Background: an optimization exercise with open tools, aiming at small area, a short achievable clock period and few clock cycles per item. Do not read the settings as production practice.
At most, simulation tests tie the RTL to the original design; equivalence was not proved.
Power figures rest on the tool's default switching activity, not on a simulated workload.

== JK ==
==> flow/design.v <==
`timescale 1ns/1ps
`default_nettype none
module ldl_solve_top (
    input  logic        clk,
    input  logic        rst,
    input  logic [7:0]  paddr,
    input  logic        psel,
    input  logic        penable,
    input  logic        pwrite,
    input  logic [31:0] pwdata,
    output logic [31:0] prdata,
    output logic        pready,
    output logic        pslverr,
    output logic        done
);
    logic [15:0] lw [0:15];
    logic [15:0] dw [0:3];
    logic [15:0] ww [0:3];
    logic [4:0] word;
    logic [4:0] wword_q;
    logic       wr_q;
    assign word = paddr[6:2];
    always_ff @(posedge clk) begin
        if (rst) begin
            wr_q <= 1'b0;
        end else begin
            wr_q <= psel && !penable && pwrite && !paddr[7];
        end
        wword_q <= word;
    end
    for (genvar k = 0; k < 16; k++) begin : g_l
        always_ff @(posedge clk) begin
            if (wr_q && wword_q == 5'(k)) lw[k] <= pwdata[15:0];
        end
    end
    for (genvar k = 0; k < 4; k++) begin : g_d
        always_ff @(posedge clk) begin
            if (wr_q && wword_q == 5'(16 + k)) dw[k] <= pwdata[15:0];
        end
    end
    logic        busy;
    logic        v2;
    logic [1:0]  dst2;
    logic [15:0] result;
    logic [15:0] rdata_q;
    logic        status_q;
    logic        err_q;
    logic [15:0] rd_word;
    always_comb begin
        rd_word = '0;
        if (!paddr[7]) begin
            if (word < 5'd16)      rd_word = lw[word[3:0]];
            else if (word < 5'd20) rd_word = dw[word[1:0]];
            else if (word < 5'd24) rd_word = ww[word[1:0]];
        end
    end
    logic rd_fwd;
    assign rd_fwd = v2 && paddr[7:4] == 4'b0101 && paddr[3:2] == dst2;
    always_ff @(posedge clk) begin
        rdata_q  <= rd_fwd ? result : rd_word;
        status_q <= (paddr == 8'h84);
        err_q    <= (paddr > 8'h84);
    end
    assign pready  = 1'b1;
    assign pslverr = err_q;
    assign prdata  = {16'h0, rdata_q[15:2],
                      status_q ? {done, busy} : rdata_q[1:0]};
    logic       ctrl_go;
    logic       go;
    logic       accept;
    logic       run;
    logic [3:0] step;
    logic [3:0] nxt;
    logic       last2;
    assign ctrl_go = pwrite && paddr == 8'h80 && pwdata[0] && !busy;
    assign go      = psel && ctrl_go && !run;
    assign accept  = psel && penable && ctrl_go;
    assign nxt     = run ? step + 4'd1 : {3'b000, go};
    always_ff @(posedge clk) begin
        if (rst) begin
            run   <= 1'b0;
            step  <= '0;
            v2    <= 1'b0;
            last2 <= 1'b0;
            busy  <= 1'b0;
            done  <= 1'b0;
        end else begin
            v2    <= go || run;
            last2 <= run && step == 4'd15;
            step  <= nxt;
            run   <= go || (run && step != 4'd15);
            if (accept) begin
                busy <= 1'b1;
                done <= 1'b0;
            end else if (last2) begin
                busy <= 1'b0;
                done <= 1'b1;
            end
        end
    end
    logic [3:0]  nrun;
    logic [15:0] a_op;
    logic [1:0]  src;
    logic [1:0]  dst;
    logic        acc;
    assign nrun = step + 4'd1;
    always_comb begin
        a_op = lw[4];
        src  = 2'd0;
        dst  = 2'd1;
        acc  = 1'b1;
        case (nrun)
            4'd0:  begin a_op = lw[4];  src = 2'd0; dst = 2'd1; acc = 1'b1; end
            4'd1:  begin a_op = lw[8];  src = 2'd0; dst = 2'd2; acc = 1'b1; end
            4'd2:  begin a_op = lw[9];  src = 2'd1; dst = 2'd2; acc = 1'b1; end
            4'd3:  begin a_op = lw[12]; src = 2'd0; dst = 2'd3; acc = 1'b1; end
            4'd4:  begin a_op = lw[14]; src = 2'd2; dst = 2'd3; acc = 1'b1; end
            4'd5:  begin a_op = lw[13]; src = 2'd1; dst = 2'd3; acc = 1'b1; end
            4'd6:  begin a_op = dw[0];  src = 2'd0; dst = 2'd0; acc = 1'b0; end
            4'd7:  begin a_op = dw[3];  src = 2'd3; dst = 2'd3; acc = 1'b0; end
            4'd8:  begin a_op = dw[2];  src = 2'd2; dst = 2'd2; acc = 1'b0; end
            4'd9:  begin a_op = lw[14]; src = 2'd3; dst = 2'd2; acc = 1'b1; end
            4'd10: begin a_op = dw[1];  src = 2'd1; dst = 2'd1; acc = 1'b0; end
            4'd11: begin a_op = lw[13]; src = 2'd3; dst = 2'd1; acc = 1'b1; end
            4'd12: begin a_op = lw[12]; src = 2'd3; dst = 2'd0; acc = 1'b1; end
            4'd13: begin a_op = lw[9];  src = 2'd2; dst = 2'd1; acc = 1'b1; end
            4'd14: begin a_op = lw[8];  src = 2'd2; dst = 2'd0; acc = 1'b1; end
            4'd15: begin a_op = lw[4];  src = 2'd1; dst = 2'd0; acc = 1'b1; end
            default: ;
        endcase
    end
    logic [15:0] a_in;
    logic        sub_in;
    logic [23:0] bd;
    always_comb begin
        a_in   = a_op;
        sub_in = acc;
        if (!run) begin
            sub_in = 1'b1;
            if (go)                             a_in = lw[8];
            else if (wr_q && wword_q == 5'd4)   a_in = pwdata[15:0];
            else                                a_in = lw[4];
        end
    end
    booth_enc enc_i (.a(a_in), .sub(sub_in), .d(bd));
    logic [15:0] b_in;
    logic [1:0]  src_n;
    assign src_n = run ? src : 2'd0;
    always_comb begin
        b_in = ww[src_n];
        if (!run && wr_q && wword_q == 5'd20) b_in = pwdata[15:0];
        if (v2 && dst2 == src_n) b_in = result;
    end
    logic [7:0]  bneg_q;
    logic [7:0]  bone_q;
    logic [7:0]  btwo_q;
    logic [15:0] b_q;
    logic [1:0]  dst_q;
    logic        acc_q;
    always_ff @(posedge clk) begin
        {bneg_q, bone_q, btwo_q} <= bd;
        b_q   <= b_in;
        dst_q <= run ? dst : go ? 2'd2 : 2'd1;
        acc_q <= run ? acc : 1'b1;
    end
    logic [15:0] pp [0:8];
    logic [15:0] sum_q;
    logic [15:0] cry_q;
    logic [15:0] sum_d;
    logic [15:0] cry_d;
    for (genvar k = 0; k < 8; k++) begin : g_pp
        logic [15:0] b1;
        logic [15:0] b2;
        logic [15:0] m;
        assign b1 = b_q << (2 * k);
        assign b2 = b_q << (2 * k + 1);
        assign m  = ({16{bone_q[k]}} & b1) | ({16{btwo_q[k]}} & b2);
        assign pp[k] = (m ^ {16{bneg_q[k]}}) & (16'hffff << (2 * k));
    end
    assign pp[8] = {1'b0, bneg_q[7], 1'b0, bneg_q[6], 1'b0, bneg_q[5], 1'b0, bneg_q[4],
                    1'b0, bneg_q[3], 1'b0, bneg_q[2], 1'b0, bneg_q[1], 1'b0, bneg_q[0]};
    csa_tree9 tree_i (
        .pp0 (pp[0]), .pp1 (pp[1]), .pp2 (pp[2]), .pp3 (pp[3]),
        .pp4 (pp[4]), .pp5 (pp[5]), .pp6 (pp[6]), .pp7 (pp[7]),
        .pp8 (pp[8]),
        .s   (sum_d),
        .c   (cry_d)
    );
    logic [15:0] base_q;
    logic [15:0] base_d;
    always_comb begin
        base_d = ww[dst_q];
        if (v2 && dst2 == dst_q) base_d = result;
        if (!acc_q) base_d = '0;
    end
    always_ff @(posedge clk) begin
        sum_q  <= sum_d;
        cry_q  <= cry_d;
        base_q <= base_d;
        dst2   <= dst_q;
    end
    logic [15:0] t_s;
    logic [15:0] t_c;
    assign t_s  = base_q ^ sum_q ^ cry_q;
    assign t_c  = {(base_q[14:0] & sum_q[14:0]) | (base_q[14:0] & cry_q[14:0]) |
                   (sum_q[14:0] & cry_q[14:0]), 1'b0};
    assign result = t_s + t_c;
    logic [15:0] w_wdata;
    assign w_wdata = v2 ? result : pwdata[15:0];
    for (genvar k = 0; k < 4; k++) begin : g_w
        always_ff @(posedge clk) begin
            if ((v2 && dst2 == 2'(k)) || (wr_q && wword_q == 5'(20 + k))) begin
                ww[k] <= w_wdata;
            end
        end
    end
endmodule
module booth_enc (
    input  logic [15:0] a,
    input  logic        sub,
    output logic [23:0] d
);
    logic [16:0] ax;
    logic [7:0]  dn;
    logic [7:0]  d1;
    logic [7:0]  d2;
    assign ax = {a, 1'b0};
    always_comb begin
        for (int k = 0; k < 8; k++) begin
            dn[k] = (ax[2*k+2] && !(ax[2*k+1] && ax[2*k])) ^ sub;
            d1[k] = ax[2*k+1] ^ ax[2*k];
            d2[k] = (ax[2*k+2] && !ax[2*k+1] && !ax[2*k]) ||
                    (!ax[2*k+2] && ax[2*k+1] && ax[2*k]);
        end
    end
    assign d = {dn, d1, d2};
endmodule
module csa_tree9 (
    input  logic [15:0] pp0, pp1, pp2, pp3, pp4, pp5, pp6, pp7, pp8,
    output logic [15:0] s,
    output logic [15:0] c
);
    logic [15:0] a0s, a0c, a1s, a1c, a2s, a2c;
    csa16 l1a (.x(pp0), .y(pp1), .z(pp8), .s(a0s), .c(a0c));
    csa16 l1b (.x(pp2), .y(pp3), .z(pp4), .s(a1s), .c(a1c));
    csa16 l1c (.x(pp5), .y(pp6), .z(pp7), .s(a2s), .c(a2c));
    logic [15:0] b0s, b0c, b1s, b1c;
    csa16 l2a (.x(a0s), .y(a0c), .z(a1s), .s(b0s), .c(b0c));
    csa16 l2b (.x(a1c), .y(a2s), .z(a2c), .s(b1s), .c(b1c));
    logic [15:0] c0s, c0c;
    csa16 l3a (.x(b0s), .y(b0c), .z(b1s), .s(c0s), .c(c0c));
    csa16 l4a (.x(c0s), .y(c0c), .z(b1c), .s(s), .c(c));
endmodule
module csa16 (
    input  logic [15:0] x,
    input  logic [15:0] y,
    input  logic [15:0] z,
    output logic [15:0] s,
    output logic [15:0] c
);
    logic [15:0] m;
    assign s = x ^ y ^ z;
    assign m = (x & y) | (x & z) | (y & z);
    assign c = {m[14:0], 1'b0};
endmodule
`default_nettype wire
clock: 7.0 ns
lec_check: 0
cap_margin: 20
core_margin: 2
core_utilization: 60
setup_slack_margin: 3.8
slew_margin: 20
run.sh (not shown) runs the stock make flow with config.mk's settings and CLKGATE_MAP_FILE= SYNTH_SCRIPT=/design/flow/synth_recipe.tcl, a recipe that flattens the netlist after the stock synthesis.
JK reached the end of the flow, and the finished layout is clean on the timing, DRC and antenna checks.
[inputs] AL vs JK
--- a/flow/design.v
+++ b/flow/design.v
@@ -167,8 +167,9 @@
     logic [15:0] sum_q;
     logic [15:0] cry_q;
     logic [15:0] sum_d;
     logic [15:0] cry_d;
+    logic [3:0]  dsel2;
     for (genvar k = 0; k < 8; k++) begin : g_pp
         logic [15:0] b1;
         logic [15:0] b2;
         logic [15:0] m;
@@ -185,25 +186,21 @@
         .pp8 (pp[8]),
         .s   (sum_d),
         .c   (cry_d)
     );
-    logic [15:0] base_q;
-    logic [15:0] base_d;
-    always_comb begin
-        base_d = ww[dst_q];
-        if (v2 && dst2 == dst_q) base_d = result;
-        if (!acc_q) base_d = '0;
-    end
-    always_ff @(posedge clk) begin
-        sum_q  <= sum_d;
-        cry_q  <= cry_d;
-        base_q <= base_d;
-        dst2   <= dst_q;
-    end
+    always_ff @(posedge clk) begin
+        sum_q <= sum_d;
+        cry_q <= cry_d;
+        dst2  <= dst_q;
+        dsel2 <= acc_q ? (4'b0001 << dst_q) : 4'b0000;
+    end
+    logic [15:0] base;
     logic [15:0] t_s;
     logic [15:0] t_c;
-    assign t_s  = base_q ^ sum_q ^ cry_q;
-    assign t_c  = {(base_q[14:0] & sum_q[14:0]) | (base_q[14:0] & cry_q[14:0]) |
+    assign base = ({16{dsel2[0]}} & ww[0]) | ({16{dsel2[1]}} & ww[1]) |
+                  ({16{dsel2[2]}} & ww[2]) | ({16{dsel2[3]}} & ww[3]);
+    assign t_s  = base ^ sum_q ^ cry_q;
+    assign t_c  = {(base[14:0] & sum_q[14:0]) | (base[14:0] & cry_q[14:0]) |
                    (sum_q[14:0] & cry_q[14:0]), 1'b0};
     assign result = t_s + t_c;
     logic [15:0] w_wdata;
     assign w_wdata = v2 ? result : pwdata[15:0];
--- outcome ---
In AL the fraction of met1 tracks used by global routing turned out 1.8 points lower than in JK.
Compared with JK, total power in AL decreased by a few percent.
On AL: biggest fanout along the worst timing path is 8 lower than what JK gave.
JK → AL: utilization grew by 1.9 points; number of pins exceeding their max-slew limit in the final report held steady; count of clock buffers in the final design shrank by 2.
Between JK and AL, the flow reports count of buffers not belonging to the clock network in the layout increasing by more than 10%.
Looking at slowest cell on the critical path, the dfxtp_4 result is from AL; the nor4_4 one comes from JK.
What AL reported for unique cell type count in the Yosys netlist has to be multiplied by 0.925 to get the figure for JK.
From JK to AL the numbers moved as follows: met3 layer wire length in the routed design saw a decrease, count of flip-flops and latches has decreased, power density normalized to cell area went down.
Testbench counts of AL, summed over its fixed seeds: cycles 2,856, solves 72.
Only the layout flow was run in JK; the RTL was not checked for function there.

-- what the ideal ports hide --
How much do the figures lean on ideal ports? The routed layouts below were timed once more, with nothing changed but the port constraints.
Step 1: set_driving_cell puts a clkbuf_16 on clk and a buf_2 on each other input, an assumption about the parent block.
Step 2, shift: input delay + t, output delay - t, t = (earliest + latest rising clock arrival at the registers) / 2. This alone moves slack from input paths to output paths.
Three values: ideal ports, drivers, drivers and shift; two values: the first two.
run	t (ns)	setup slack, ns	worst hold slack (ns)
JK	0.667	3.785 / 3.799 / 3.144	0.524 / 0.524 / 0.524
AL	0.657	3.323 / 3.323 / 3.132	0.418 / 0.418 / 0.418
After both steps every run listed still meets setup and hold. The setup slack of JK, which loses most, moves by +0.014 ns with the drivers and by -0.641 ns with both steps.
